Context: an optimization exercise on an open-source flow, tuned for small area, a short achievable clock period and few clock cycles per item. The choices shown serve that exercise and are no tape-out recipe.
RTL that was checked went through simulation tests only; none was proved equivalent to the original.
The RTL of runs 1 to 3 was laid out without a check of its function.
Power figures rest on the tool's default switching activity, not on a simulated workload.

<file path="run.sh">
#!/bin/bash
# synth_recipe.tcl (not shown) runs the flow's synth.tcl, then flattens the netlist and writes it again
# the make line also repeats each setting of config.mk as NAME=value (left out here)
make -C /OpenROAD-flow-scripts/flow DESIGN_CONFIG=/design/flow/config.mk WORK_HOME=/design/flow/orfs CLKGATE_MAP_FILE= SYNTH_SCRIPT=/design/flow/synth_recipe.tcl finish
</file>
<file path="config.mk">
export PLATFORM = sky130hd
export DESIGN_NAME = exact_pattern_stream_matcher
export DESIGN_NICKNAME = exact_pattern_stream_matcher
export VERILOG_FILES = /design/flow/design.v
export SDC_FILE = /design/flow/constraint.sdc
export NUM_CORES = 4
export LEC_CHECK = 0
export CAP_MARGIN = 20
export CORE_MARGIN = 2
export CORE_UTILIZATION = 40
export SLEW_MARGIN = 20
</file>
<file path="constraint.sdc">
create_clock -name core_clock -period 5.0 [get_ports {clk}]
set_input_delay 1.0000 -clock core_clock [delete_from_list [all_inputs] [get_ports {clk}]]
set_output_delay 1.0000 -clock core_clock [all_outputs]
set_load 0.01 [all_outputs]
</file>
<file path="design.v">
`timescale 1ns / 1ps
package epsm_pkg;
	localparam int MAX_PAT = 64;
	localparam int LEN_W   = $clog2(MAX_PAT) + 1;
	localparam int IDX_W   = 32;
	localparam int SYM_W   = 8;
	localparam logic [LEN_W-1:0] LEN_MAX = LEN_W'(MAX_PAT);
	localparam logic [1:0] FUNC_START  = 2'd0;
	localparam logic [1:0] FUNC_APPEND = 2'd1;
	localparam logic [1:0] FUNC_TEXT   = 2'd2;
	localparam logic [1:0] FUNC_NONE   = 2'd3;
endpackage
`timescale 1ns / 1ps
module exact_pattern_stream_matcher (
	input  logic                       clk,
	input  logic                       arst_n,
	input  logic                       in_valid,
	output logic                       in_stall,
	input  logic [1:0]                 func,
	input  logic [epsm_pkg::SYM_W-1:0] symbol,
	output logic                       out_valid,
	input  logic                       out_stall,
	output logic [epsm_pkg::IDX_W-1:0] match_start,
	output logic                       pattern_overflow
);
	localparam int N  = epsm_pkg::MAX_PAT;
	localparam int LW = epsm_pkg::LEN_W;
	localparam int PW = LW - 1;
	localparam int SW = epsm_pkg::SYM_W;
	localparam int IW = epsm_pkg::IDX_W;
	logic          in_stall_q;
	logic          ir_v;
	logic [1:0]    ir_f;
	logic [SW-1:0] ir_s;
	logic [SW-1:0] csym_q;     
	logic          gt_q;       
	logic          rc_q;       
	logic          gs_q;       
	logic          gw_q;       
	logic          gf_q;       
	logic          gv_q;       
	logic [PW-1:0] cyc_q;      
	logic [PW-1:0] zz_q;       
	logic [PW-1:0] sm_q;       
	logic [LW-1:0] len_q;
	logic [LW-1:0] fill_q;     
	logic [PW-1:0] tp_q;       
	logic          ovf_q;
	logic [IW-1:0] sc_q;       
	logic [SW-1:0] pat_q [N];
	logic [SW-1:0] txt_q [N];
	logic [N-1:0]  d_q;
	logic          v0, v1, block_q;
	logic [IW-1:0] st0, st1;
	logic          ov0, ov1;
	logic len0, len_full, fill0;
	assign len0     = (len_q == '0);
	assign len_full = (len_q == epsm_pkg::LEN_MAX);
	assign fill0    = (fill_q == '0);
	logic [N-1:0] oh_zz, oh_sm;
	always_comb begin
		for (int s = 0; s < N; s++) begin
			oh_zz[s] = (zz_q == PW'(s));
			oh_sm[s] = (sm_q == PW'(s));
		end
	end
	logic         consume;
	logic [N-1:0] eq, d_step;
	assign consume = gt_q || rc_q;
	always_comb begin
		for (int s = 0; s < N; s++) begin
			eq[s] = (pat_q[s] == csym_q);
		end
		for (int s = 0; s < N; s++) begin
			d_step[s] = (d_q[s] || oh_zz[s]) && eq[(s + N - 1) % N];
		end
	end
	logic hit;
	assign hit = gt_q && !len0 && |(d_step & oh_sm);
	logic [PW-1:0] cyc_d, zz_d, sm_d, tp_d;
	logic [LW-1:0] len_d, fill_d;
	logic [IW-1:0] sc_inc, sc_dec;
	assign cyc_d = cyc_q + PW'(1);
	assign zz_d  = gf_q ? PW'(1) : zz_q + PW'(1);
	assign sm_d  = gf_q ? PW'(1) : (gw_q ? sm_q : sm_q + PW'(1));
	assign tp_d  = gt_q ? cyc_d : tp_q;
	assign len_d = gs_q ? LW'(1) : (gw_q ? len_q + LW'(1) : len_q);
	assign fill_d = gs_q ? '0 : ((gt_q && !fill_q[LW-1]) ? fill_q + LW'(1) : fill_q);
	always_comb begin
		for (int i = 0; i < IW; i++) begin
			sc_inc[i] = sc_q[i] ^ (&(sc_q | ~IW'((64'd1 << i) - 1)));
			sc_dec[i] = sc_q[i] ^ ~(|(sc_q & IW'((64'd1 << i) - 1)));
		end
	end
	logic pop, v0_d, v1_d, block_d;
	assign pop     = v0 && !out_stall;
	assign v0_d    = v1 || hit || (v0 && !pop);
	assign v1_d    = v1 ? !pop : (v0 && !pop && hit);
	assign block_d = (v1 && !pop) || (v1 && gt_q) || (v0 && !pop && gt_q);
	logic          irv_d;
	logic [1:0]    irf_d;
	logic [SW-1:0] irs_d;
	assign irv_d = in_stall_q ? ir_v : in_valid;
	assign irf_d = in_stall_q ? ir_f : func;
	assign irs_d = in_stall_q ? ir_s : symbol;
	logic n_text, n_app, n_start;
	assign n_text  = irv_d && (irf_d == epsm_pkg::FUNC_TEXT);
	assign n_app   = irv_d && (irf_d == epsm_pkg::FUNC_APPEND);
	assign n_start = irv_d && (irf_d == epsm_pkg::FUNC_START);
	logic app_ok_d, len0_d, lenf_d, txt_ok_d, rp_start_d, rc_d, gt_d, ga_d, wait_d;
	logic [PW-1:0] rlen;
	assign len0_d   = (len_d == '0);
	assign lenf_d   = (len_d == epsm_pkg::LEN_MAX);
	assign app_ok_d = len0_d || lenf_d || (sm_d == PW'(1));
	assign txt_ok_d = gs_q || (fill0 && !gt_q) || gt_q || (rc_q && (cyc_d == tp_q));
	assign rlen     = fill_q[LW-1] ? PW'(N - 1) : fill_q[PW-1:0];
	assign rp_start_d = (cyc_d == PW'(tp_q - rlen));
	assign rc_d     = n_text && !txt_ok_d && (rp_start_d || (rc_q && (cyc_d != tp_q)));
	assign gt_d     = n_text && txt_ok_d && !block_d;
	assign ga_d     = n_app && app_ok_d;
	assign wait_d   = (n_text && !gt_d) || (n_app && !app_ok_d);
	always_ff @(posedge clk or negedge arst_n) begin
		if (!arst_n) begin
			in_stall_q <= 1'b0;
			ir_v       <= 1'b0;
			gt_q       <= 1'b0;
			rc_q       <= 1'b0;
			gs_q       <= 1'b0;
			gw_q       <= 1'b0;
			gf_q       <= 1'b0;
			gv_q       <= 1'b0;
			cyc_q      <= '0;
			zz_q       <= '0;
			sm_q       <= '0;
			len_q      <= '0;
			fill_q     <= '0;
			tp_q       <= '0;
			ovf_q      <= 1'b0;
			sc_q       <= IW'(1);
			v0         <= 1'b0;
			v1         <= 1'b0;
			block_q    <= 1'b0;
		end else begin
			in_stall_q <= wait_d;
			ir_v       <= irv_d;
			gt_q       <= gt_d;
			rc_q       <= rc_d;
			gs_q       <= n_start;
			gw_q       <= n_start || (ga_d && !lenf_d);
			gf_q       <= n_start || (ga_d && len0_d);
			gv_q       <= ga_d && lenf_d;
			cyc_q      <= cyc_d;
			zz_q       <= zz_d;
			sm_q       <= sm_d;
			len_q      <= len_d;
			fill_q     <= fill_d;
			tp_q       <= tp_d;
			v0         <= v0_d;
			v1         <= v1_d;
			block_q    <= block_d;
			if (gs_q) begin
				ovf_q <= 1'b0;
				sc_q  <= '0;
			end else if (gv_q) begin
				ovf_q <= 1'b1;
			end else if (gw_q) begin
				sc_q <= sc_dec;
			end else if (gt_q) begin
				sc_q <= sc_inc;
			end
		end
	end
	always_ff @(posedge clk) begin
		ir_f   <= irf_d;
		ir_s   <= irs_d;
		csym_q <= rc_d ? txt_q[N-2] : irs_d;
	end
	always_ff @(posedge clk) begin
		for (int s = 1; s < N; s++) begin
			pat_q[s] <= pat_q[s-1];
			txt_q[s] <= txt_q[s-1];
		end
		pat_q[0] <= gw_q ? ir_s : pat_q[N-1];
		txt_q[0] <= gt_q ? ir_s : txt_q[N-1];
	end
	always_ff @(posedge clk) begin
		d_q <= consume ? d_step : '0;
	end
	always_ff @(posedge clk) begin
		if (!v0 || pop) begin
			st0 <= v1 ? st1 : sc_q;
			ov0 <= v1 ? ov1 : ovf_q;
		end
		if (!v1) begin
			st1 <= sc_q;
			ov1 <= ovf_q;
		end
	end
	assign in_stall         = in_stall_q;
	assign out_valid        = v0;
	assign match_start      = st0;
	assign pattern_overflow = ov0;
endmodule
</file>
==> flow_summary.ini, run 1 <==
[sta]
setup_tns_ns = 0
finalSetupViolations = 0
max_freq_mhz = 309
slew_violations = 0
tightestPinTransition_ns = 1.03
fin_skew_ns = 0.0605
period_share_pct = 64.8
hold_viol = 0
relSlewSlack_pct = 31.2
rsz0062_at_grt = no
fin_crit_ns = 3.24

[clock_tree]
cts-buffers-inserted = 113
clockRootBuffer = clkbuf_16
path_clk_slew_ns = 0.07
clock_path_buffers = 3
cts.htree.levels = 3
cts_tree = done
cts_hold_buf = 0
cts_resized = 0
cts_sinks = 1253
insertion_delay_ns = 0.72
cts_setup_buffers = 0

[synth]
synth_largest_area_cell = dfxtp_1
ys.flop_type = dfxtp_1
netlist_top_cells_count = dfxtp_1, xnor2_1, nand4_1
synth-edff-count = 33
syn-num-nets = 2714
yosysSeqAreaShare_pct = 71.6
synthMostInstantiatedCell = dfxtp_1
syn_avg_cell_area_um2 = 13.5
synthArstFlopShare_pct = 6.46
synth_seq_cells = 1253
netlist_area_mm2 = 0.0361
synth.lib_cells_used.distinct = 67
netlist_instances = 2675
synth.area.top_cells = dfxtp_1, xnor2_1, dfrtp_1, edfxtp_1, xor2_1
yosysTopAreaCellShare_pct = 63.2
ys_warn_count = 3

[drt]
routedWlPerCell_um = 16.9
drt-vias-per-instance = 4.65
vias = 18800
dr.pass1.iters = 7
routed_wl_um = 68500
drc_errors = 0
ant_nets = 0
drtIter0Drc = 1106

[worst_hold_path]
min_path_type = in -> async

[floorplan]
fp.dieArea_mm2 = 0.0926
start_util_pct = 40.2
io-pin-count = 49
coreArea_mm2 = 0.0897
core.rowCount = 110
die_w_um = 304
die_h_um = 304

[power]
ir_drop_v = 0.000347
leakage_nw = 15.5
power.density_mw_per_mm2 = 637
finalPower_w = 0.0266

[setup_path]
critical_path_class = reg -> reg
arrival_ns = 3.84
ff2ff_path_depth = 8
r2r-end = v0
r2r-start = zz_q[5]
required_ns = 5.60
crit_end = v0
r2r_setup_slack_ns = 1.76
crit_start = zz_q[5]
cp_max_fo = 18
cp-end-kind = flop
start_kind = flop

[grt]
grt_pass1_wl_um = 109000
overflow = 0
grt_usage_pct = 14.9
grt_max_degree = 82
antenna_found_initial = 0
grt_pass1_vias = 19400

[cells_and_area]
area_growth_pct = 15.5
fin_nets = 2810
drive_gt1_share_pct = 10.5
diodes = 0

[placed_design]
gp_congestion = 0.840
hpwlAfterDp_um = 43300
io_buffers = 48

[status]
run_status = timing/DRC/antenna clean

[run]
cap_violations = 0
[logic make-up after synthesis]
kind of cell / synth area share, %
DFF: 71.6
xor gates and xnor gates: 13.9
and+or+nand+nor: 7.53
AOI/OAI and AO/OA: 2.37
buffers and inverters: 1.59
muxes: 2.11
adders and majority gates: 0.888
[per-stage QoR]
step                setup WS (ns)  utilization (%)  cells  instance area, µm²  hold slack, ns
detailed placement           1.77             42.2   3832               37900           0.312
global placement             1.79             42.2   3832               37900           0.311
CTS                          1.74             46.4   4046               41700           0.314
floorplan                    2.19                -   2675               36100           0.310
finish                       1.76             46.4   4046               41700           0.300
global route                 1.57             46.4   4046               41700           0.324
[critical path, stage by stage (launching register included)]
cell,delay [ns]
dfrtp_1,0.73
nor2b_1,0.89
a31oi_1,0.23
nor4_1,0.53
a41oi_1,0.13
nand3_1,0.12
or4_1,0.18
o21ai_0,0.09
o21ai_0,0.24
[routing by layer]
layer / wire length, µm / GRT usage, % / vias to the layer above
li1: - / - / 9136
met1: 32800 / 20.7 / 9168
met2: 30900 / 23.2 / 356
met3: 3110 / 3.02 / 141
met4: 1670 / 4.90 / 0
met5: 0 / 0 / -
[final cells by class]
| class | instances | area, µm² |
|---|---|---|
| inverters | 26 | 97.6 |
| multi-input cells | 1295 | 9690 |
| clock inverters | 49 | 554 |
| clock buffers | 165 | 3250 |
| flip-flops and latches | 1253 | 25900 |
| well taps | 1176 | 1470 |
| fillers | 7933 | 48100 |
| repair buffers | 82 | 762 |
[power breakdown]
group          switching [W]  internal, W
Combinational        0.00228      0.00232
Sequential           0.00152       0.0118
Clock                0.00372      0.00487
Total                0.00752       0.0190
[how the worst min path moves through the flow]
stage	startpoint	to	slack (ns)	cells past startpoint
2_1_floorplan	txt_q[9][0]	txt_q[10][0]	0.31	0
3_3_place_gp	txt_q[61][2]	txt_q[62][2]	0.31	0
3_5_place_dp	txt_q[16][6]	txt_q[17][6]	0.31	0
4_1_cts	txt_q[51][0]	txt_q[52][0]	0.31	0
5_1_grt	txt_q[61][3]	txt_q[62][3]	0.32	0
6_report	arst_n	fill_q[4]	0.30	1
[flip-flops by register name (all words and copies together) (netlist names), 2 cells and up]
register	flops
d_q	64
ir_s	8
zz_q	6
tp_q	6
fill_q	7
pat_q	512
sc_q	32
cyc_q	6
txt_q	512
sm_q	6
st1	32
len_q	7
csym_q	8
st0	32
ir_f	2
[placed cells by master, fill, tap and decap left out, types with 33 or more instances in the layout]
cell type,n
dfxtp_1,1131
xnor2_1,478
clkbuf_16,114
nand4_1,105
nor2_1,99
xor2_1,94
nor4_1,84
dfrtp_1,79
mux2_2,63
nand2_1,61
a21oi_1,53
clkdlybuf4s50_1,47
edfxtp_1,33
==> run 2, diff against run 1 <==
--- a/config.mk
+++ b/config.mk
@@ -5,7 +5,9 @@
 export SDC_FILE = /design/flow/constraint.sdc
 export NUM_CORES = 4
 export LEC_CHECK = 0
+export ABC_CLOCK_PERIOD_IN_PS = 2000
 export CAP_MARGIN = 20
 export CORE_MARGIN = 2
 export CORE_UTILIZATION = 40
+export SETUP_SLACK_MARGIN = 2.8
 export SLEW_MARGIN = 20
==> run 2 against run 1 <==
Compared with the run above:
- still clean on timing, DRC and antenna
- synthesized area unchanged
- setup slack better by 0.57 ns
- worst hold slack worse by 0.085 ns
- critical path depth up 2
- combinational power up 27%
- clock power up 8.4%
- critical endpoint is now sc_q[27]
==> flow_summary.ini, run 2 <==
[status]
run_status = timing/DRC/antenna clean

[setup_path]
cp_max_fo = 4
r2r_setup_slack_ns = 2.33
critical_path_class = reg -> reg
cp.depth = 10
cp-end-kind = flop
crit_path_max_incr_delay_ns = 0.43
crit_path_cell_trace = inv_2 > ha_4 > or3b_4 > nor4b_4 > nand4_2 > nor3b_4 > nand2_2 > or4_4 > xor2_1 > nor2_1
ff2ff_path_depth = 10
arrival_ns = 3.22
required_ns = 5.55
slowest_stage = or4_4
cpLargestDelayFamily = simple AND/OR/NAND/NOR gates
start_kind = flop
critical_path_buf_inv_count = 1

[sta]
tightestPinTransition_ns = 0.758
fin_crit_ns = 2.67
max_freq_mhz = 375
hold_viol = 0
finalSetupViolations = 0
rsz0062_at_grt = yes
fin_skew_ns = 0.0840
setup_tns_ns = 0
period_share_pct = 53.4
relSlewSlack_pct = 49.4
setup_slack_ns = 2.33
slew_violations = 0

[floorplan]
io-pin-count = 49
fp.dieArea_mm2 = 0.0926
start_util_pct = 40.2
core.rowCount = 110
coreArea_mm2 = 0.0897
die_h_um = 304
die_w_um = 304

[synth]
netlist_instances = 2675
netlist_top_cells_count = dfxtp_1, xnor2_1, nand4_1
ys_warn_count = 3
synthArstFlopShare_pct = 6.46
synth_seq_cells = 1253
synth-edff-count = 33
syn_avg_cell_area_um2 = 13.5
yosysSeqAreaShare_pct = 71.6
synthMostInstantiatedCell = dfxtp_1
synth.lib_cells_used.distinct = 67
synth.area.top_cells = dfxtp_1, xnor2_1, dfrtp_1, edfxtp_1, xor2_1
syn-num-nets = 2714
netlist_area_mm2 = 0.0361
ys.flop_type = dfxtp_1
yosysTopAreaCellShare_pct = 63.2
synth_largest_area_cell = dfxtp_1

[power]
leakage_nw = 16.3
ir_drop_v = 0.000417
power.density_mw_per_mm2 = 650

[drt]
vias = 19200
dr.pass1.iters = 5
drt-vias-per-instance = 4.66
routed_wl_um = 73900
drc_errors = 0
routedWlPerCell_um = 17.9
ant_nets = 0
drtIter0Drc = 1099

[cells_and_area]
final_common_cell = dfxtp_1
drive_gt1_share_pct = 17.4
diodes = 0
area_growth_pct = 19.9
fin_nets = 2887
largestRegisters = pat_q (512), txt_q (512), d_q (64)
fin_cells = 4123
final_cell_mix = dfxtp_1, xnor2_1, clkbuf_16

[clock_tree]
cts-buffers-inserted = 115
insertion_delay_ns = 0.71
path_clk_slew_ns = 0.06
cts_hold_buf = 0
cts_sinks = 1253
clock_path_buffers = 3
cts.htree.levels = 3
cts_tree = done
clockRootBuffer = clkbuf_16

[grt]
antenna_found_initial = 0
grt_usage_pct = 16.0
grt_pass1_vias = 20100
grt_max_degree = 52
grt_pass1_wl_um = 117000
overflow = 0

[placed_design]
hpwlAfterDp_um = 43800
gp_congestion = 0.846
dp_worst_setup_slack_ns = 1.78
dp_cells = 3833
io_buffers = 48

[run]
cap_violations = 0

[worst_hold_path]
min_path_type = in -> async
[run 2: cell count changes in the layout (fill, tap and decap cells not counted), moves of 7 or more]
| cell | change |
|---|---|
| buf_4 | +48 |
| clkdlybuf4s50_1 | -35 |
| buf_2 | +33 |
| buf_12 | +21 |
| dfrtp_1 | -14 |
| clkbuf_1 | -12 |
| dfrtp_2 | +12 |
| ha_1 | -9 |
| clkbuf_8 | +8 |
| ha_4 | +8 |
| bufinv_16 | +7 |
| nor4_1 | -7 |
[run 2: power breakdown]
group / total (W) / switching [W] / internal (W)
Sequential: 0.0130 / 0.00114 / 0.0119
Combinational: 0.00582 / 0.00308 / 0.00275
Clock: 0.00930 / 0.00379 / 0.00551
Total: 0.0281 / 0.00802 / 0.0201
[run 2: per-layer routing]
layer	up-vias	wire, µm	GRT usage (%)
met3	141	3040	2.86
met2	371	33300	25.1
met1	9408	35600	22.4
li1	9284	-	-
met4	0	1920	5.31
met5	-	0	0
[run 2: what timing repair did]
action	in CTS	in global routing
pin swaps	13	14
setup endpoints to repair	117	74
setup buffers	64	9
gates resized for setup	217	40
gates cloned	1	0
[run 2: final timing paths]
path                                    from            to
worst min register to register  txt_q[38][2]  txt_q[39][2]
worst max register to register       sc_q[1]      sc_q[27]
worst min-delay path                  arst_n       sc_q[7]
worst max-delay path                 sc_q[1]      sc_q[27]
max in group asynchronous             arst_n       zz_q[4]
min in group core_clock         txt_q[38][2]  txt_q[39][2]
[run 2: cell families after synthesis]
group           Yosys count  synth area share [%]
simple gates            491                  7.53
fa+ha+maj                25                 0.888
compound gates          138                  2.37
buf+inv                 127                  1.59
xor+xnor                573                  13.9
mux                      68                  2.11
flops                  1253                  71.6
[run 2: stage by stage]
step                hold slack [ns]  util [%]  cell area [µm²]  power (W)
finish                        0.214      48.2            43300     0.0281
global route                  0.216      48.2            43300     0.0295
CTS                           0.198      48.0            43000     0.0282
detailed placement            0.312      42.3            37900     0.0182
global placement              0.311      42.3            37900     0.0181
floorplan                     0.310         -            36100     0.0166
[run 2: layout make-up]
class / count / area (µm²)
clock buffer: 166 / 3440
clock inverter: 50 / 761
fill: 7773 / 46500
inverter: 26 / 100
multi-input combinational: 1296 / 10100
sequential: 1253 / 25900
tap: 1176 / 1470
timing repair buffer: 156 / 1470
==> run 3, diff against run 2 <==
--- a/design.v
+++ b/design.v
@@ -39,6 +39,10 @@
 	logic          gw_q;       
 	logic          gf_q;       
 	logic          gv_q;       
+	logic          xr_q;       
+	logic          yr_q;       
+	logic [SW-1:0] plast_q;    
+	logic          len1_q;     
 	logic [PW-1:0] cyc_q;      
 	logic [PW-1:0] zz_q;       
 	logic [PW-1:0] sm_q;       
@@ -76,7 +80,7 @@
 		end
 	end
 	logic hit;
-	assign hit = gt_q && !len0 && |(d_step & oh_sm);
+	assign hit = gt_q && !len0 && (len1_q || |(d_q & oh_sm)) && (plast_q == csym_q);
 	logic [PW-1:0] cyc_d, zz_d, sm_d, tp_d;
 	logic [LW-1:0] len_d, fill_d;
 	logic [IW-1:0] sc_inc, sc_dec;
@@ -86,10 +90,19 @@
 	assign tp_d  = gt_q ? cyc_d : tp_q;
 	assign len_d = gs_q ? LW'(1) : (gw_q ? len_q + LW'(1) : len_q);
 	assign fill_d = gs_q ? '0 : ((gt_q && !fill_q[LW-1]) ? fill_q + LW'(1) : fill_q);
+	logic [IW/4-1:0] g1, g0, gc1, gc0;
 	always_comb begin
+		for (int j = 0; j < IW / 4; j++) begin
+			g1[j] = &sc_q[4*j +: 4];
+			g0[j] = ~|sc_q[4*j +: 4];
+		end
+		for (int j = 0; j < IW / 4; j++) begin
+			gc1[j] = &(g1 | ~((IW/4)'((32'd1 << j) - 1)));
+			gc0[j] = &(g0 | ~((IW/4)'((32'd1 << j) - 1)));
+		end
 		for (int i = 0; i < IW; i++) begin
-			sc_inc[i] = sc_q[i] ^ (&(sc_q | ~IW'((64'd1 << i) - 1)));
-			sc_dec[i] = sc_q[i] ^ ~(|(sc_q & IW'((64'd1 << i) - 1)));
+			sc_inc[i] = sc_q[i] ^ (gc1[i/4] && (&(sc_q[4*(i/4) +: 4] | ~4'((32'd1 << (i%4)) - 1))));
+			sc_dec[i] = sc_q[i] ^ (gc0[i/4] && (&(~sc_q[4*(i/4) +: 4] | ~4'((32'd1 << (i%4)) - 1))));
 		end
 	end
 	logic pop, v0_d, v1_d, block_d;
@@ -107,15 +120,17 @@
 	assign n_text  = irv_d && (irf_d == epsm_pkg::FUNC_TEXT);
 	assign n_app   = irv_d && (irf_d == epsm_pkg::FUNC_APPEND);
 	assign n_start = irv_d && (irf_d == epsm_pkg::FUNC_START);
-	logic app_ok_d, len0_d, lenf_d, txt_ok_d, rp_start_d, rc_d, gt_d, ga_d, wait_d;
+	logic app_ok_d, len0_d, lenf_d, txt_ok_d, rc_d, gt_d, ga_d, wait_d;
 	logic [PW-1:0] rlen;
 	assign len0_d   = (len_d == '0);
 	assign lenf_d   = (len_d == epsm_pkg::LEN_MAX);
 	assign app_ok_d = len0_d || lenf_d || (sm_d == PW'(1));
-	assign txt_ok_d = gs_q || (fill0 && !gt_q) || gt_q || (rc_q && (cyc_d == tp_q));
-	assign rlen     = fill_q[LW-1] ? PW'(N - 1) : fill_q[PW-1:0];
-	assign rp_start_d = (cyc_d == PW'(tp_q - rlen));
-	assign rc_d     = n_text && !txt_ok_d && (rp_start_d || (rc_q && (cyc_d != tp_q)));
+	assign txt_ok_d = gs_q || (fill0 && !gt_q) || gt_q || (rc_q && yr_q);
+	assign rc_d     = n_text && !txt_ok_d && (xr_q || (rc_q && !yr_q));
+	logic xr_d, yr_d;
+	assign rlen = fill_d[LW-1] ? PW'(N - 1) : fill_d[PW-1:0];
+	assign xr_d = (PW'(cyc_q + PW'(2)) == PW'(tp_d - rlen));
+	assign yr_d = (PW'(cyc_q + PW'(2)) == tp_d);
 	assign gt_d     = n_text && txt_ok_d && !block_d;
 	assign ga_d     = n_app && app_ok_d;
 	assign wait_d   = (n_text && !gt_d) || (n_app && !app_ok_d);
@@ -129,6 +144,9 @@
 			gw_q       <= 1'b0;
 			gf_q       <= 1'b0;
 			gv_q       <= 1'b0;
+			xr_q       <= 1'b0;
+			yr_q       <= 1'b0;
+			len1_q     <= 1'b0;
 			cyc_q      <= '0;
 			zz_q       <= '0;
 			sm_q       <= '0;
@@ -149,6 +167,9 @@
 			gw_q       <= n_start || (ga_d && !lenf_d);
 			gf_q       <= n_start || (ga_d && len0_d);
 			gv_q       <= ga_d && lenf_d;
+			xr_q       <= xr_d;
+			yr_q       <= yr_d;
+			len1_q     <= (len_d == LW'(1));
 			cyc_q      <= cyc_d;
 			zz_q       <= zz_d;
 			sm_q       <= sm_d;
@@ -174,6 +195,9 @@
 		ir_f   <= irf_d;
 		ir_s   <= irs_d;
 		csym_q <= rc_d ? txt_q[N-2] : irs_d;
+		if (gw_q) begin
+			plast_q <= ir_s;
+		end
 	end
 	always_ff @(posedge clk) begin
 		for (int s = 1; s < N; s++) begin
--- a/config.mk
+++ b/config.mk
@@ -5,9 +5,9 @@
 export SDC_FILE = /design/flow/constraint.sdc
 export NUM_CORES = 4
 export LEC_CHECK = 0
-export ABC_CLOCK_PERIOD_IN_PS = 2000
 export CAP_MARGIN = 20
 export CORE_MARGIN = 2
-export CORE_UTILIZATION = 40
-export SETUP_SLACK_MARGIN = 2.8
+export CORE_UTILIZATION = 55
+export PLACE_DENSITY = 0.7
+export SETUP_SLACK_MARGIN = 3.2
 export SLEW_MARGIN = 20
==> run 3 against run 2 <==
Compared with the run above:
- first-iteration DRC count rose by 13%
- sequential cell count rose by 11
- die area fell by 27%
- synthesized area rose by 0.22%
- global-route usage rose by 7.7 points
- final area rose by 2.9%
- clock power fell by 2%
- final cell count fell by 6.9%
- worst hold slack improved by 0.044 ns
- critical path depth rose by 1
- still clean
- via count rose by 4.0%
- sequential share of layout area fell by 0.96 points
==> flow_summary.ini, run 3 <==
[cells_and_area]
fin_nets = 2922
final_common_cell = dfxtp_1
largestRegisters = pat_q (512), txt_q (512), d_q (64)
final_cell_mix = dfxtp_1, xnor2_1, xor2_1
area_growth_pct = 23.1
drive_gt1_share_pct = 23.2
nFillCells = 4284
diodes = 0

[power]
ir_drop_v = 0.000471
power.density_mw_per_mm2 = 634
leakage_nw = 17.7

[synth]
netlist_top_cells_count = dfxtp_1, xnor2_1, xor2_1
syn-num-nets = 2676
netlist_instances = 2642
ys_warn_count = 3
synth_seq_cells = 1264
synth.lib_cells_used.distinct = 74
ys.flop_type = dfxtp_1
synthArstFlopShare_pct = 6.65
yosysTopAreaCellShare_pct = 63.1
synth-edff-count = 41
netlist_area_mm2 = 0.0362
synth_largest_area_cell = dfxtp_1
synth.area.top_cells = dfxtp_1, xnor2_1, xor2_1, dfrtp_1, edfxtp_1
yosysSeqAreaShare_pct = 72.3
synthMostInstantiatedCell = dfxtp_1
syn_avg_cell_area_um2 = 13.7

[drt]
routed_wl_um = 81700
dr.pass1.iters = 5
vias = 20000
routedWlPerCell_um = 21.3
drt-vias-per-instance = 5.20
drc_errors = 0
drtIter0Drc = 1237
ant_nets = 0

[placed_design]
io_buffers = 48
gp_congestion = 0.847
hpwlAfterDp_um = 42300

[setup_path]
crit_path_max_incr_delay_ns = 0.55
cpLargestDelayFamily = adder cells
critical_path_class = reg -> reg
arrival_ns = 3.14
cp_max_fo = 3
start_kind = flop
critical_path_buf_inv_count = 1
cp-end-kind = flop
required_ns = 5.65
crit_path_cell_trace = ha_2 > nand2_2 > o31a_1 > a21oi_2 > ha_2 > inv_2 > fa_2 > xnor2_2 > nor3_2 > nand3_1 > a21oi_2
slowest_stage = fa_2

[grt]
grt_usage_pct = 23.8
antenna_found_initial = 0
overflow = 0
grt_pass1_wl_um = 124000
grt_pass1_vias = 21000
grt_max_degree = 57

[sta]
relSlewSlack_pct = 45.9
slew_violations = 0
hold_viol = 0
fin_crit_ns = 2.48
rsz0062_at_grt = yes
period_share_pct = 49.6
setup_tns_ns = 0
finalSetupViolations = 0
hold_slack_ns = 0.258
max_freq_mhz = 403
tightestPinTransition_ns = 0.810
fin_skew_ns = 0.0705

[floorplan]
start_util_pct = 55.9
die_h_um = 260
core.rowCount = 93
fp.dieArea_mm2 = 0.0678
coreArea_mm2 = 0.0647
io-pin-count = 49
die_w_um = 260

[clock_tree]
clockRootBuffer = clkbuf_16
cts_hold_buf = 0
cts.htree.levels = 3
cts_sinks = 1264
path_clk_slew_ns = 0.07
cts-buffers-inserted = 112
clock_path_buffers = 3
cts_tree = done
insertion_delay_ns = 0.72

[status]
run_status = timing/DRC/antenna clean

[worst_hold_path]
min_path_type = reg -> reg

[run]
cap_violations = 0
## run 3: final cells by class
cell class / instances / area [µm²] / share of cell area [%]
flip-flops and latches: 1264 / 26200 / 58.8
well taps: 855 / 1070 / 2.40
inverters: 34 / 139 / 0.312
repair buffers: 232 / 2440 / 5.48
clock inverters: 44 / 706 / 1.59
clock buffers: 164 / 3360 / 7.55
multi-input cells: 1244 / 10600 / 23.8
## run 3: what timing repair did
item / 4_1_cts / 5_1_grt
buffers inserted: 132 / 27
endpoints found under the setup margin: 181 / 127
gates resized for setup: 340 / 124
cloned: 4 / 2
pin swaps: 105 / 90
## run 3: logic make-up (layout without fill, tap and decap cells)
family | after synthesis | in the layout | synth area share (%)
flops | 1264 | 1264 | 72.3
xor+xnor | 559 | 559 | 13.6
simple gates | 411 | 412 | 6.72
compound gates | 185 | 185 | 2.99
buf+inv | 135 | 474 | 1.62
mux | 68 | 68 | 2.10
fa+ha+maj | 20 | 20 | 0.713
## run 3: worst paths after layout
kind	from	to	slack, ns	cells past startpoint
max	fill_q[1]	xr_q	2.52	11
min	txt_q[53][0]	txt_q[54][0]	0.26	0
max reg2reg	fill_q[1]	xr_q	2.52	11
min reg2reg	txt_q[53][0]	txt_q[54][0]	0.26	0
max in group asynchronous	arst_n	gw_q	3.66	2
min in group asynchronous	arst_n	rc_q	0.38	1
## run 3: routing by layer
metal  vias up  GRT usage (%)  share of wire (%)
met4         0           9.05                3.8
met3       207           3.55                3.8
met1      9921           31.4                 44
met2       531           39.6                 48
met5         -              0                  0
li1       9307              -                  -
## run 3: power by group
part	internal (W)	switching, W	leakage, nW
logic	0.00285	0.00312	4.91
clock network	0.00529	0.00387	1.99
registers	0.0119	0.00116	10.8
## run 3: through the flow
stage | cell area, µm² | power, W | util [%] | std cells | setup slack, ns
global placement | 37500 | 0.0173 | 57.9 | 3464 | 1.72
global route | 44500 | 0.0292 | 68.8 | 3837 | 2.37
floorplan | 36200 | 0.0160 | - | 2642 | 2.63
detailed placement | 37500 | 0.0174 | 57.9 | 3464 | 1.66
CTS | 43600 | 0.0278 | 67.4 | 3808 | 2.51
finish | 44500 | 0.0282 | 68.8 | 3837 | 2.52
==> run 4, diff against run 3 <==
--- a/design.v
+++ b/design.v
@@ -91,20 +91,28 @@
 	assign len_d = gs_q ? LW'(1) : (gw_q ? len_q + LW'(1) : len_q);
 	assign fill_d = gs_q ? '0 : ((gt_q && !fill_q[LW-1]) ? fill_q + LW'(1) : fill_q);
 	logic [IW/4-1:0] g1, g0, gc1, gc0;
-	always_comb begin
-		for (int j = 0; j < IW / 4; j++) begin
-			g1[j] = &sc_q[4*j +: 4];
-			g0[j] = ~|sc_q[4*j +: 4];
-		end
-		for (int j = 0; j < IW / 4; j++) begin
-			gc1[j] = &(g1 | ~((IW/4)'((32'd1 << j) - 1)));
-			gc0[j] = &(g0 | ~((IW/4)'((32'd1 << j) - 1)));
-		end
-		for (int i = 0; i < IW; i++) begin
-			sc_inc[i] = sc_q[i] ^ (gc1[i/4] && (&(sc_q[4*(i/4) +: 4] | ~4'((32'd1 << (i%4)) - 1))));
-			sc_dec[i] = sc_q[i] ^ (gc0[i/4] && (&(~sc_q[4*(i/4) +: 4] | ~4'((32'd1 << (i%4)) - 1))));
-		end
-	end
+	logic [IW-1:0]   c1, c0;
+	for (genvar j = 0; j < IW / 4; j++) begin : g_grp
+		assign g1[j] = &sc_q[4*j +: 4];
+		assign g0[j] = ~|sc_q[4*j +: 4];
+		if (j == 0) begin : g_first
+			assign gc1[j] = 1'b1;
+			assign gc0[j] = 1'b1;
+		end else begin : g_rest
+			assign gc1[j] = &g1[j-1:0];
+			assign gc0[j] = &g0[j-1:0];
+		end
+		assign c1[4*j]   = gc1[j];
+		assign c0[4*j]   = gc0[j];
+		assign c1[4*j+1] = gc1[j] & sc_q[4*j];
+		assign c0[4*j+1] = gc0[j] & ~sc_q[4*j];
+		assign c1[4*j+2] = gc1[j] & sc_q[4*j] & sc_q[4*j+1];
+		assign c0[4*j+2] = gc0[j] & ~sc_q[4*j] & ~sc_q[4*j+1];
+		assign c1[4*j+3] = gc1[j] & sc_q[4*j] & sc_q[4*j+1] & sc_q[4*j+2];
+		assign c0[4*j+3] = gc0[j] & ~sc_q[4*j] & ~sc_q[4*j+1] & ~sc_q[4*j+2];
+	end
+	assign sc_inc = sc_q ^ c1;
+	assign sc_dec = sc_q ^ c0;
 	logic pop, v0_d, v1_d, block_d;
 	assign pop     = v0 && !out_stall;
 	assign v0_d    = v1 || hit || (v0 && !pop);
--- a/config.mk
+++ b/config.mk
@@ -7,7 +7,6 @@
 export LEC_CHECK = 0
 export CAP_MARGIN = 20
 export CORE_MARGIN = 2
-export CORE_UTILIZATION = 55
-export PLACE_DENSITY = 0.7
-export SETUP_SLACK_MARGIN = 3.2
+export CORE_UTILIZATION = 40
+export SETUP_SLACK_MARGIN = 2.9
 export SLEW_MARGIN = 20
==> run 4 against run 3 <==
Compared with the run above:
- still clean on timing, DRC and antenna
- setup slack gained 0.036 ns
- first-iteration DRC count shrank 11%
- core utilization shrank 20 points
- clock-buffer cell count shrank 3
- worst hold slack gained 0.052 ns
- sequential power is essentially flat
- power grew 0.71%
- critical path depth shrank 1
- maximum frequency grew 1.5%
- largest power group unchanged
- highest routed layer unchanged
==> flow_summary.ini, run 4 <==
[status]
run_status = timing/DRC/antenna clean

[sta]
max_freq_mhz = 409
hold_viol = 0
rsz0062_at_grt = yes
setup_tns_ns = 0
slew_violations = 0
tightestPinTransition_ns = 1.10
period_share_pct = 48.9
setup_slack_ns = 2.56
relSlewSlack_pct = 26.3
fin_skew_ns = 0.0528
finalSetupViolations = 0
fin_crit_ns = 2.44

[setup_path]
crit_start = gt_q
crit_path_max_incr_delay_ns = 0.40
ff2ff_path_depth = 10
critical_path_class = reg -> reg
start_kind = flop
r2r_setup_slack_ns = 2.56
r2r-end = xr_q
r2r-start = gt_q
slowest_stage = dfrtp_2
required_ns = 5.57
cp-end-kind = flop
crit_end = xr_q
arrival_ns = 3.02
cp_max_fo = 10
crit_path_cell_trace = buf_12 > nand2b_4 > or3_1 > a21oi_2 > nor2_1 > ha_1 > a21boi_1 > o21ai_1 > a21o_1 > a2111oi_2

[clock_tree]
cts_tree = done
cts_hold_buf = 0
cts_sinks = 1264
cts-buffers-inserted = 116
cts.htree.levels = 3
clockRootBuffer = clkbuf_16
clock_path_buffers = 3
path_clk_slew_ns = 0.06
insertion_delay_ns = 0.70

[drt]
routedWlPerCell_um = 19.6
drtIter0Drc = 1102
dr.pass1.iters = 5
drc_errors = 0
ant_nets = 0
routed_wl_um = 82800
vias = 20300
drt-vias-per-instance = 4.80

[synth]
synth_largest_area_cell = dfxtp_1
syn-num-nets = 2781
synth.lib_cells_used.distinct = 76
synth.area.top_cells = dfxtp_1, xnor2_1, xor2_1, dfrtp_1, edfxtp_1
ys_warn_count = 3
yosysSeqAreaShare_pct = 70.8
syn_avg_cell_area_um2 = 13.4
netlist_area_mm2 = 0.0369
synth_seq_cells = 1264
yosysTopAreaCellShare_pct = 61.8
synthArstFlopShare_pct = 6.65
ys.flop_type = dfxtp_1
netlist_top_cells_count = dfxtp_1, xnor2_1, xor2_1
synthMostInstantiatedCell = dfxtp_1
netlist_instances = 2747
synth-edff-count = 41

[grt]
overflow = 0
grt_max_degree = 60
grt_usage_pct = 17.3
grt_pass1_vias = 21200
antenna_found_initial = 0
grt_pass1_wl_um = 127000

[floorplan]
core.rowCount = 111
start_util_pct = 40.3
die_w_um = 308
die_h_um = 308
io-pin-count = 49
fp.dieArea_mm2 = 0.0947
coreArea_mm2 = 0.0915

[cells_and_area]
fin_util_pct = 48.8
area_growth_pct = 21.1
drive_gt1_share_pct = 20.4
diodes = 0
fin_nets = 2982
design_area_mm2 = 0.0447
final_common_cell = dfxtp_1
largestRegisters = pat_q (512), txt_q (512), d_q (64)
final_cell_mix = dfxtp_1, xnor2_1, xor2_1

[placed_design]
hpwlAfterDp_um = 46100
io_buffers = 48
dp_worst_setup_slack_ns = 2.06
placed_area_mm2 = 0.0387
gp_congestion = 0.818

[power]
leakage_nw = 17.5
power.density_mw_per_mm2 = 636
finalPower_w = 0.0284
ir_drop_v = 0.000381

[worst_hold_path]
min_path_type = reg -> reg

[run]
cap_violations = 0
-- run 4: cell types whose count changed after synthesis, sizes merged, moves of 6 or more --
cell	delta
clkbuf	+36
a21oi	-14
mux2i	+8
nor2	-11
nor4	+6
buf	-20
nand4	+9
nor3	+7
xor2	+16
nand3	+8
nor2b	+9
xnor2	+17
-- run 4: metal layers --
metal	GRT usage, %	vias up	share of wire [%]	wire (µm)
met5	0	-	0	0
met4	5.94	0	3.0	2510
met3	3.10	151	4.6	3780
met2	27.5	481	46	37800
met1	23.6	10000	47	38700
li1	-	9629	-	-
-- run 4: worst min path at each step --
| stage | from | to | slack (ns) | depth (start not counted) |
|---|---|---|---|---|
| finish | txt_q[39][5] | txt_q[40][5] | 0.31 | 0 |
| global route | txt_q[43][5] | txt_q[44][5] | 0.31 | 0 |
| CTS | txt_q[22][2] | txt_q[23][2] | 0.31 | 0 |
| detailed placement | txt_q[11][6] | txt_q[12][6] | 0.31 | 0 |
| global placement | txt_q[61][2] | txt_q[62][2] | 0.31 | 0 |
| floorplan | txt_q[9][0] | txt_q[10][0] | 0.31 | 0 |
-- run 4: per-stage QoR --
step	std cells	hold WS (ns)
after floorplan	2747	0.310
after global placement	3889	0.310
after detailed placement	3889	0.312
after CTS	4181	0.305
after global routing	4231	0.312
final	4231	0.310
-- run 4: cells by family (layout without fill, tap and decap cells) --
kind of cell    after synthesis  in the layout  share of synthesized area (%)
buf+inv                     149            445                           1.67
mux                          81             81                           2.43
flops                      1264           1264                           70.8
xor+xnor                    592            592                           14.0
compound gates              187            188                           3.11
fa+ha+maj                    20             20                          0.698
simple gates                454            455                           7.24
-- run 4: layout make-up --
cell class	instances	area, µm²
clock buffer	161	3270
clock inverter	54	681
fill	7789	46800
inverter	32	123
multi-input combinational	1336	11000
sequential	1264	26200
tap	1186	1480
timing repair buffer	198	1900
-- run 4: repair_timing --
item                                    4_1_cts  5_1_grt
gates cloned                                  5        0
resized for setup                           304       80
pin swaps                                    36       37
endpoints found under the setup margin      147      108
buffers inserted                             72       50
-- run 4: power breakdown --
part	internal, W	switching, W	leakage [nW]
registers	0.0119	0.00123	10.8
clock network	0.00508	0.00381	1.91
logic	0.00293	0.00343	4.75
total	0.0199	0.00847	17.5
-- run 4: critical path, delay by kind of cell (launching register included) --
kind            cells  cell delay (ns)
buf+inv             1             0.15
compound gates      5             0.93
fa+ha+maj           1             0.33
flops               1             0.40
simple gates        3             0.50
Testbench counts of run 4, summed over its fixed seeds: cycles 23,488, items 23,488.
==> run 5, diff against run 4 <==
--- a/design.v
+++ b/design.v
@@ -43,6 +43,8 @@
 	logic          yr_q;       
 	logic [SW-1:0] plast_q;    
 	logic          len1_q;     
+	logic          fill0_q;    
+	logic          tok_q;      
 	logic [PW-1:0] cyc_q;      
 	logic [PW-1:0] zz_q;       
 	logic [PW-1:0] sm_q;       
@@ -57,10 +59,9 @@
 	logic          v0, v1, block_q;
 	logic [IW-1:0] st0, st1;
 	logic          ov0, ov1;
-	logic len0, len_full, fill0;
+	logic len0, len_full;
 	assign len0     = (len_q == '0);
 	assign len_full = (len_q == epsm_pkg::LEN_MAX);
-	assign fill0    = (fill_q == '0);
 	logic [N-1:0] oh_zz, oh_sm;
 	always_comb begin
 		for (int s = 0; s < N; s++) begin
@@ -133,12 +134,15 @@
 	assign len0_d   = (len_d == '0);
 	assign lenf_d   = (len_d == epsm_pkg::LEN_MAX);
 	assign app_ok_d = len0_d || lenf_d || (sm_d == PW'(1));
-	assign txt_ok_d = gs_q || (fill0 && !gt_q) || gt_q || (rc_q && yr_q);
+	assign txt_ok_d = tok_q;
 	assign rc_d     = n_text && !txt_ok_d && (xr_q || (rc_q && !yr_q));
 	logic xr_d, yr_d;
-	assign rlen = fill_d[LW-1] ? PW'(N - 1) : fill_d[PW-1:0];
-	assign xr_d = (PW'(cyc_q + PW'(2)) == PW'(tp_d - rlen));
-	assign yr_d = (PW'(cyc_q + PW'(2)) == tp_d);
+	assign rlen = fill_q[LW-1] ? PW'(N - 1) : fill_q[PW-1:0];
+	assign xr_d = !gt_q && !gs_q && (PW'(cyc_q + PW'(2)) == PW'(tp_q - rlen));
+	assign yr_d = !gt_q && (PW'(cyc_q + PW'(2)) == tp_q);
+	logic fill0_d, tok_d;
+	assign fill0_d = gs_q || (fill0_q && !gt_q);
+	assign tok_d   = n_start || (fill0_d && !gt_d) || gt_d || (rc_d && yr_d);
 	assign gt_d     = n_text && txt_ok_d && !block_d;
 	assign ga_d     = n_app && app_ok_d;
 	assign wait_d   = (n_text && !gt_d) || (n_app && !app_ok_d);
@@ -155,6 +159,8 @@
 			xr_q       <= 1'b0;
 			yr_q       <= 1'b0;
 			len1_q     <= 1'b0;
+			fill0_q    <= 1'b1;
+			tok_q      <= 1'b1;
 			cyc_q      <= '0;
 			zz_q       <= '0;
 			sm_q       <= '0;
@@ -178,6 +184,8 @@
 			xr_q       <= xr_d;
 			yr_q       <= yr_d;
 			len1_q     <= (len_d == LW'(1));
+			fill0_q    <= fill0_d;
+			tok_q      <= tok_d;
 			cyc_q      <= cyc_d;
 			zz_q       <= zz_d;
 			sm_q       <= sm_d;
--- a/config.mk
+++ b/config.mk
@@ -8,5 +8,7 @@
 export CAP_MARGIN = 20
 export CORE_MARGIN = 2
 export CORE_UTILIZATION = 40
+export CTS_BUF_LIST = sky130_fd_sc_hd__clkbuf_8
+export CTS_CLUSTER_SIZE = 30
 export SETUP_SLACK_MARGIN = 2.9
 export SLEW_MARGIN = 20
==> run 5 against run 4 <==
Compared with the run above:
- critical path type is now reg -> out
- setup slack better by 0.0064 ns
- sequential cell count grew 2
- clock skew is 0.017 ns lower
- final cell count grew 1.1%
- clock-buffer cell count is 63 higher
==> flow_summary.ini, run 5 <==
[sta]
tightestPinTransition_ns = 0.865
max_freq_mhz = 410
fin_crit_ns = 2.44
finalSetupViolations = 0
hold_viol = 0
slew_violations = 0
fin_skew_ns = 0.0359
period_share_pct = 48.8
setup_tns_ns = 0
relSlewSlack_pct = 42.3
rsz0062_at_grt = yes
setup_slack_ns = 2.56

[setup_path]
critical_path_buf_inv_count = 1
required_ns = 4.00
crit_path_cell_trace = buf_6
critical_path_class = reg -> out
arrival_ns = 1.44
cp_max_fo = 2
slowest_stage = dfrtp_4
crit_path_max_incr_delay_ns = 0.48
ff2ff_path_depth = 9
cp-end-kind = output pin
r2r-start = sc_q[1]
start_kind = flop
r2r_setup_slack_ns = 2.78
r2r-end = sc_q[19]
cpLargestDelayFamily = flip-flops

[clock_tree]
insertion_delay_ns = 0.83
clockRootBuffer = clkbuf_8
cts_sinks = 1266
cts-buffers-inserted = 185
path_clk_slew_ns = 0.06
cts_tree = done
clock_path_buffers = 3
cts_hold_buf = 0
cts.htree.levels = 4

[floorplan]
start_util_pct = 40.3
die_w_um = 307
fp.dieArea_mm2 = 0.0945
core.rowCount = 111
coreArea_mm2 = 0.0914
io-pin-count = 49
die_h_um = 307

[placed_design]
io_buffers = 48
gp_congestion = 0.862
dp_worst_setup_slack_ns = 2.09
hpwlAfterDp_um = 45800

[synth]
syn-num-nets = 2757
netlist_instances = 2724
synthArstFlopShare_pct = 6.79
ys.flop_type = dfxtp_1
netlist_area_mm2 = 0.0368
synth_seq_cells = 1266
synthMostInstantiatedCell = dfxtp_1
synth_largest_area_cell = dfxtp_1
synth.lib_cells_used.distinct = 67
ys_warn_count = 3
synth-edff-count = 41
syn_avg_cell_area_um2 = 13.5
yosysTopAreaCellShare_pct = 61.9
yosysSeqAreaShare_pct = 71.1
synth.area.top_cells = dfxtp_1, xor2_1, xnor2_1, dfrtp_1, edfxtp_1
netlist_top_cells_count = dfxtp_1, xor2_1, xnor2_1

[cells_and_area]
final_common_cell = dfxtp_1
nFillCells = 8005
drive_gt1_share_pct = 20.4
area_growth_pct = 18.9
largestRegisters = pat_q (512), txt_q (512), d_q (64)
fin_nets = 2988
regArea_mm2 = 0.0263
final_cell_mix = dfxtp_1, xor2_1, xnor2_1
multiInputGateArea_mm2 = 0.0108

[worst_hold_path]
min_path_type = in -> async

[power]
leakage_nw = 17.4
power.density_mw_per_mm2 = 582
ir_drop_v = 0.000344

[drt]
drc_errors = 0
routed_wl_um = 78400
ant_nets = 0
drtIter0Drc = 969
dr.pass1.iters = 5
vias = 20200
routedWlPerCell_um = 18.3
drt-vias-per-instance = 4.72

[grt]
grt_max_degree = 62
grt_pass1_vias = 21800
grt_pass1_wl_um = 123000
antenna_found_initial = 1
grt_usage_pct = 16.7
overflow = 0

[run]
cap_violations = 0

[status]
run_status = timing/DRC/antenna clean
## run 5: changes by cell type in the layout (fill, tap and decap cells not counted), sizes merged, moves of 8 or more
| cell | previous run | this run |
|---|---|---|
| buf | 182 | 147 |
| clkbuf | 162 | 224 |
| clkinv | 34 | 24 |
| inv | 34 | 89 |
| nor2 | 77 | 85 |
| o21ai | 29 | 20 |
## run 5: report_power, final
group          internal (W)  switching, W  total (W)
Combinational       0.00222       0.00257    0.00479
Clock               0.00425       0.00385    0.00810
Sequential           0.0116       0.00101     0.0126
## run 5: per-layer routing
metal	track usage (%)	share of wire (%)	vias to the layer above
li1	-	-	9611
met1	21.4	45	9975
met2	27.4	48	438
met3	3.15	3.8	184
met4	7.34	3.1	0
met5	0	0	-
## run 5: what timing repair did
action,CTS,global route
resized for setup,266,83
setup endpoints to repair,143,122
buffers inserted,48,40
pin swaps,32,38
gates cloned,0,1
## run 5: metrics by stage
step           instances  hold slack [ns]  power [W]  instance area [µm²]  util (%)
4_1_cts             4236            0.228     0.0254                43100      47.2
3_5_place_dp        3865            0.312     0.0166                38600      42.2
5_1_grt             4278            0.267     0.0267                43800      47.9
2_1_floorplan       2724            0.310     0.0154                36900         -
6_report            4278            0.249     0.0255                43800      47.9
3_3_place_gp        3865            0.310     0.0165                38600      42.2
## run 5: kinds of logic after synthesis
family          Yosys count  share of synthesized area (%)
fa+ha+maj                19                          0.666
flops                  1266                           71.1
simple gates            454                           7.22
mux                      85                           2.54
compound gates          169                           2.83
buf+inv                 136                           1.47
xor+xnor                595                           14.1
## run 5: worst max path at each step
stage	start	end	slack (ns)	cells after the start
2_1_floorplan	in_valid	csym_q[0]	2.87	6
3_3_place_gp	in_valid	csym_q[5]	2.11	6
3_5_place_dp	in_valid	csym_q[6]	2.09	6
4_1_cts	in_stall_q	in_stall	2.47	1
5_1_grt	in_stall_q	in_stall	2.49	1
6_report	in_stall_q	in_stall	2.56	1
## run 5: layout make-up
type | count | area share (%)
tap | 1186 | 3.39
sequential | 1266 | 59.9
clock inverter | 99 | 1.44
timing repair buffer | 159 | 3.30
inverter | 20 | 0.180
antenna | 1 | 0.00571
clock buffer | 224 | 7.04
multi-input combinational | 1323 | 24.7
Testbench counts of run 5, summed over its fixed seeds: cycles 23,488, items 23,488.
==> run 6, diff against run 5 <==
--- a/config.mk
+++ b/config.mk
@@ -8,7 +8,7 @@
 export CAP_MARGIN = 20
 export CORE_MARGIN = 2
 export CORE_UTILIZATION = 40
-export CTS_BUF_LIST = sky130_fd_sc_hd__clkbuf_8
-export CTS_CLUSTER_SIZE = 30
+export CTS_CLUSTER_DIAMETER = 100
+export CTS_CLUSTER_SIZE = 33
 export SETUP_SLACK_MARGIN = 2.9
 export SLEW_MARGIN = 20
==> run 6 against run 5 <==
Compared with the run above:
- still clean
- clock-buffer cell count fell by 167
- clock skew grew 0.012 ns
- critical path type unchanged
- final cell count decreased by 5.8%
==> flow_summary.ini, run 6 <==
[status]
run_status = timing/DRC/antenna clean

[drt]
drc_errors = 0
routed_wl_um = 75700
vias = 19200
routedWlPerCell_um = 18.8
drtIter0Drc = 1081
ant_nets = 0
drt-vias-per-instance = 4.76
dr.pass1.iters = 7

[clock_tree]
cts-buffers-inserted = 44
path_clk_slew_ns = 0.12
clock_path_buffers = 3
insertion_delay_ns = 0.66
cts_tree = done
cts.htree.levels = 2
cts_sinks = 1266
clockRootBuffer = clkbuf_16

[setup_path]
critical_path_class = reg -> out
r2r-start = sm_q[0]
slowest_stage = dfrtp_4
cpLargestDelayFamily = flip-flops
cp-end-kind = output pin
crit_path_cell_trace = buf_6
r2r_setup_slack_ns = 2.77
r2r-end = v1
critical_path_buf_inv_count = 1
crit_path_max_incr_delay_ns = 0.50
ff2ff_path_depth = 10
cp_max_fo = 2
required_ns = 4.00
arrival_ns = 1.25
start_kind = flop

[synth]
syn-num-nets = 2757
synthArstFlopShare_pct = 6.79
synth_compound_area_share_pct = 2.83
synth.lib_cells_used.distinct = 67
ys.flop_type = dfxtp_1
yosysSeqAreaShare_pct = 71.1
netlist_area_mm2 = 0.0368
synth-simple-area-share_pct = 7.22
ys_warn_count = 3
synth.area.top_cells = dfxtp_1, xor2_1, xnor2_1, dfrtp_1, edfxtp_1
yosysTopAreaCellShare_pct = 61.9
netlist_top_cells_count = dfxtp_1, xor2_1, xnor2_1
syn_avg_cell_area_um2 = 13.5
synth_top_family_by_area = XOR/XNOR gates
synth_largest_area_cell = dfxtp_1
yosys.area_share.xor_xnor_pct = 14.1
synthMostInstantiatedCell = dfxtp_1
synth_seq_cells = 1266
synth-edff-count = 41
synth_fa_ha_area_share_pct = 0.666
synth_mux_area_share_pct = 2.54
netlist_instances = 2724

[grt]
overflow = 0
grt_pass1_wl_um = 118000
grt_max_degree = 62
antenna_found_initial = 1
grt_usage_pct = 15.8
grt_pass1_vias = 20200

[floorplan]
fp.dieArea_mm2 = 0.0945
die_w_um = 307
coreArea_mm2 = 0.0914
io-pin-count = 49
die_h_um = 307
start_util_pct = 40.3
core.rowCount = 111

[cells_and_area]
fin_util_pct = 45.3
nFillCells = 8123
area_growth_pct = 12.5
final_cell_mix = dfxtp_1, xor2_1, xnor2_1
drive_gt1_share_pct = 15.8
largestRegisters = pat_q (512), txt_q (512), d_q (64)
multiInputGateArea_mm2 = 0.0109
regArea_mm2 = 0.0262
final_common_cell = dfxtp_1
fin_nets = 2857
diodes = 0

[sta]
period_share_pct = 45.0
fin_skew_ns = 0.0477
hold_viol = 0
slew_violations = 0
setup_tns_ns = 0
finalSetupViolations = 0
max_freq_mhz = 444
relSlewSlack_pct = 44.1
rsz0062_at_grt = yes
fin_crit_ns = 2.25
tightestPinTransition_ns = 0.839

[power]
p_comb_share_pct = 22.4
p_sw_share_pct = 29.6
power.density_mw_per_mm2 = 533
power_frac_seq_pct = 56.7
intPower_w = 0.0155
power.share.clock_pct = 20.9
p_sw_w = 0.00654
ir_drop_v = 0.000377
leakage_nw = 15.9

[worst_hold_path]
hold_start = txt_q[9][4]
worstHoldEndpoint = txt_q[10][4]
holdPathStages = 0
min_path_type = reg -> reg

[placed_design]
io_buffers = 48
hpwlAfterDp_um = 45800
gp_congestion = 0.862

[run]
cap_violations = 0
-- run 6: per-layer routing --
layer  global-route usage [%]  wire (µm)  vias to the layer above  share of wire, %
li1                         -          -                     9229                 -
met1                     21.4      35300                     9581                47
met2                     27.0      36500                      262                48
met3                     1.98       2330                      106               3.1
met4                     4.10       1650                        0               2.2
met5                        0          0                        -                 0
-- run 6: cells by family (layout without fill, tap and decap cells) --
family	count (synthesis)	after routing
AO/OA/AOI/OAI	169	169
XOR/XNOR	595	595
adder cells (fa/ha/maj)	19	19
buffers and inverters	136	253
flip-flops	1266	1266
multiplexers	85	85
AND/OR/NAND/NOR	454	455
-- run 6: area by class of cell --
cell class | count | area share, %
flip-flops and latches | 1266 | 63.3
inverters | 20 | 0.196
multi-input cells | 1323 | 26.2
clock inverters | 7 | 0.284
clock buffers | 57 | 2.77
well taps | 1186 | 3.58
repair buffers | 169 | 3.60
-- run 6: metrics by stage --
stage | setup slack, ns | area [µm²] | power, W | hold WS [ns] | instances
6_report | 2.75 | 41400 | 0.0221 | 0.313 | 4028
3_3_place_gp | 2.11 | 38600 | 0.0165 | 0.310 | 3865
2_1_floorplan | 2.87 | 36900 | 0.0154 | 0.310 | 2724
4_1_cts | 2.72 | 40700 | 0.0218 | 0.314 | 3987
3_5_place_dp | 2.09 | 38600 | 0.0166 | 0.312 | 3865
5_1_grt | 2.68 | 41400 | 0.0231 | 0.309 | 4028
-- run 6: power by group through the flow --
stage,registers (W),logic (W),clock network (W)
global placement,0.0130,0.00352,0
global route,0.0127,0.00534,0.00512
detailed placement,0.0130,0.00361,0
floorplan,0.0123,0.00309,0
CTS,0.0125,0.00450,0.00475
finish,0.0125,0.00495,0.00461
-- run 6: worst max-delay path by stage --
stage / start / to / depth (start not counted)
6_report: in_stall_q / in_stall / 1
5_1_grt: sm_q[3] / v0 / 8
4_1_cts: in_stall_q / in_stall / 1
3_5_place_dp: in_valid / csym_q[6] / 6
3_3_place_gp: in_valid / csym_q[5] / 6
2_1_floorplan: in_valid / csym_q[0] / 6
-- run 6: what timing repair did --
item / 4_1_cts / 5_1_grt
hold buffers: 0 / 0
setup endpoints to repair: 144 / 110
setup buffers: 58 / 40
pin swaps: 26 / 45
resized for setup: 254 / 103
gates cloned: 0 / 1
==> run 7, diff against run 6 <==
--- a/config.mk
+++ b/config.mk
@@ -7,8 +7,8 @@
 export LEC_CHECK = 0
 export CAP_MARGIN = 20
 export CORE_MARGIN = 2
-export CORE_UTILIZATION = 40
+export CORE_UTILIZATION = 60
 export CTS_CLUSTER_DIAMETER = 100
-export CTS_CLUSTER_SIZE = 33
+export CTS_CLUSTER_SIZE = 28
 export SETUP_SLACK_MARGIN = 2.9
 export SLEW_MARGIN = 20
==> run 7 against run 6 <==
Compared with the run above:
- worst hold slack gained 0.0052 ns
- clock-buffer cell count up 8
- still clean
- first-iteration DRC count grew 2.5%
- register-to-register slack improved by 0.03 ns
- die area shrank 33%
- sequential share of layout area rose by 0.82 points
- setup slack worse by 0.030 ns
- largest cell class unchanged
- sequential power hardly changed
- non-clock buffer count shrank 14
==> flow_summary.ini, run 7 <==
[cells_and_area]
fin_util_pct = 67.7
area_growth_pct = 11.1
diodes = 0
final_cell_mix = dfxtp_1, xor2_1, xnor2_1
largestRegisters = pat_q (512), txt_q (512), d_q (64)
drive_gt1_share_pct = 14.8
final_common_cell = dfxtp_1
fin_nets = 2850
fin_cells = 3614
design_area_mm2 = 0.0409

[synth]
synthArstFlopShare_pct = 6.79
synth.area.top_cells = dfxtp_1, xor2_1, xnor2_1, dfrtp_1, edfxtp_1
yosysSeqAreaShare_pct = 71.1
ys_warn_count = 3
syn_avg_cell_area_um2 = 13.5
syn-num-nets = 2757
synthMostInstantiatedCell = dfxtp_1
synth_largest_area_cell = dfxtp_1
synth-edff-count = 41
netlist_area_mm2 = 0.0368
yosysTopAreaCellShare_pct = 61.9
netlist_instances = 2724
netlist_top_cells_count = dfxtp_1, xor2_1, xnor2_1
ys.flop_type = dfxtp_1
synth_seq_cells = 1266
synth.lib_cells_used.distinct = 67

[drt]
ant_nets = 0
dr.pass1.iters = 5
routed_wl_um = 76000
drt-vias-per-instance = 5.29
vias = 19100
routedWlPerCell_um = 21.0
drc_errors = 0
drtIter0Drc = 1108

[power]
ir_drop_v = 0.000505
leakage_nw = 15.9
power.density_mw_per_mm2 = 544

[clock_tree]
cts.htree.levels = 2
insertion_delay_ns = 0.65
path_clk_slew_ns = 0.10
clockRootBuffer = clkbuf_16
clock_path_buffers = 3
cts_tree = done
cts_hold_buf = 0
cts_sinks = 1266
cts-buffers-inserted = 51

[sta]
hold_viol = 0
rsz0062_at_grt = yes
slew_violations = 0
fin_crit_ns = 2.28
relSlewSlack_pct = 43.9
period_share_pct = 45.6
max_freq_mhz = 438
setup_tns_ns = 0
finalSetupViolations = 0
fin_skew_ns = 0.0223
tightestPinTransition_ns = 0.841

[grt]
antenna_found_initial = 0
overflow = 0
grt_max_degree = 64
grt_pass1_vias = 19500
grt_pass1_wl_um = 116000
grt_usage_pct = 23.8

[setup_path]
required_ns = 4.00
critical_path_class = reg -> out
crit_path_cell_trace = buf_6
cp_max_fo = 2
start_kind = flop
crit_path_max_incr_delay_ns = 0.51
critical_path_buf_inv_count = 1
cp-end-kind = output pin
slowest_stage = dfrtp_4
cpLargestDelayFamily = flip-flops
arrival_ns = 1.28

[floorplan]
start_util_pct = 60.9
coreArea_mm2 = 0.0605
die_w_um = 252
fp.dieArea_mm2 = 0.0634
die_h_um = 252
io-pin-count = 49
core.rowCount = 90

[placed_design]
io_buffers = 48
dp_cells = 3456
placed_area_mm2 = 0.0381
hpwlAfterDp_um = 44400
gp_congestion = 0.853

[run]
cap_violations = 0

[status]
run_status = timing/DRC/antenna clean

[worst_hold_path]
min_path_type = reg -> reg
[run 7: cell counts after synthesis]
Identical to the previous run, type by type.
[run 7: worst paths after layout]
kind	slack, ns	cells past startpoint	startpoint	to
worst max-delay path	2.72	1	in_stall_q	in_stall
worst min-delay path	0.32	0	txt_q[23][3]	txt_q[24][3]
worst max register to register	2.80	6	sc_q[1]	sc_q[24]
worst min register to register	0.32	0	txt_q[23][3]	txt_q[24][3]
max in group asynchronous	3.64	2	arst_n	sm_q[2]
min in group asynchronous	0.43	1	arst_n	sc_q[7]
[run 7: cell families after synthesis]
group,after synthesis,synth area share [%]
flops,1266,71.1
xor+xnor,595,14.1
simple gates,454,7.22
compound gates,169,2.83
buf+inv,136,1.47
mux,85,2.54
fa+ha+maj,19,0.666
[run 7: area by class of cell]
cell class | instances | area [µm²]
Clock inverter | 3 | 80.1
Tap cell | 782 | 978
Multi-Input combinational cell | 1323 | 10800
Inverter | 20 | 85.1
Timing Repair Buffer | 155 | 1410
Clock buffer | 65 | 1350
Sequential cell | 1266 | 26300
Fill cell | 4317 | 19500
[run 7: layer usage]
layer	routed length [µm]	GRT usage, %	up-vias
met2	36300	39.8	289
met3	2660	2.76	82
li1	-	-	9219
met5	0	0	-
met4	1300	5.15	0
met1	35700	33.5	9511
[run 7: through the flow]
stage	hold slack (ns)	setup WS, ns	power (W)
after floorplan	0.310	2.87	0.0154
after global placement	0.311	1.96	0.0165
after detailed placement	0.312	1.90	0.0166
after CTS	0.320	2.68	0.0220
after global routing	0.320	2.69	0.0232
final	0.319	2.72	0.0223
[run 7: power by group]
group	total (W)	leakage [nW]	switching, W	internal [W]
logic	0.00476	4.40	0.00256	0.00219
clock network	0.00490	0.689	0.00295	0.00194
registers	0.0126	10.8	0.00105	0.0116
[run 7: what timing repair did]
action / 4_1_cts / 5_1_grt
gates cloned: 0 / 1
buffers inserted: 43 / 46
resized for setup: 242 / 99
setup endpoints to repair: 152 / 120
pin swaps: 22 / 35
[run 7: worst register-to-register path, delay by kind of cell (launching register included)]
family | cells | cell delay [ns]
simple gates | 3 | 1.25
flops | 1 | 0.43
compound gates | 2 | 0.29
buf+inv | 1 | 0.17

## re-timing with driven ports
How much do the figures lean on ideal ports? The routed layouts below were timed once more, with nothing changed but the port constraints.
Step 1, drivers: a clkbuf_16 drives clk and a buf_2 each remaining input, both assumed.
Step 2 moves the port delays by t, midway between the first and last clock arrival at a register: inputs arrive t later, outputs are due t later. That takes back most of the time a late clock gives input paths.
Three values: no drivers, after step 1, after step 2; two values: the first two.
run | t, ns | slack for setup (ns) | worst data-port slew with drivers (ns) | cell pins on the clock port's net
run 1 | 0.755 | 1.761 / 1.761 / 1.761 | 0.04 | 1
run 2 | 0.740 | 2.331 / 2.331 / 2.037 | 0.04 | 1
run 3 | 0.754 | 2.519 / 2.519 / 2.126 | 0.04 | 1
run 4 | 0.740 | 2.555 / 2.555 / 2.293 | 0.05 | 1
run 5 | 0.876 | 2.562 / 2.502 / 2.235 | 0.04 | 1
run 6 | 0.705 | 2.748 / 2.681 / 2.281 | 0.04 | 1
run 7 | 0.702 | 2.718 / 2.654 / 2.268 | 0.04 | 1
After both steps setup and hold are still met in every run listed. For run 6, which loses most, drivers alone change the setup slack by -0.067 ns; drivers and shift together by -0.467 ns.
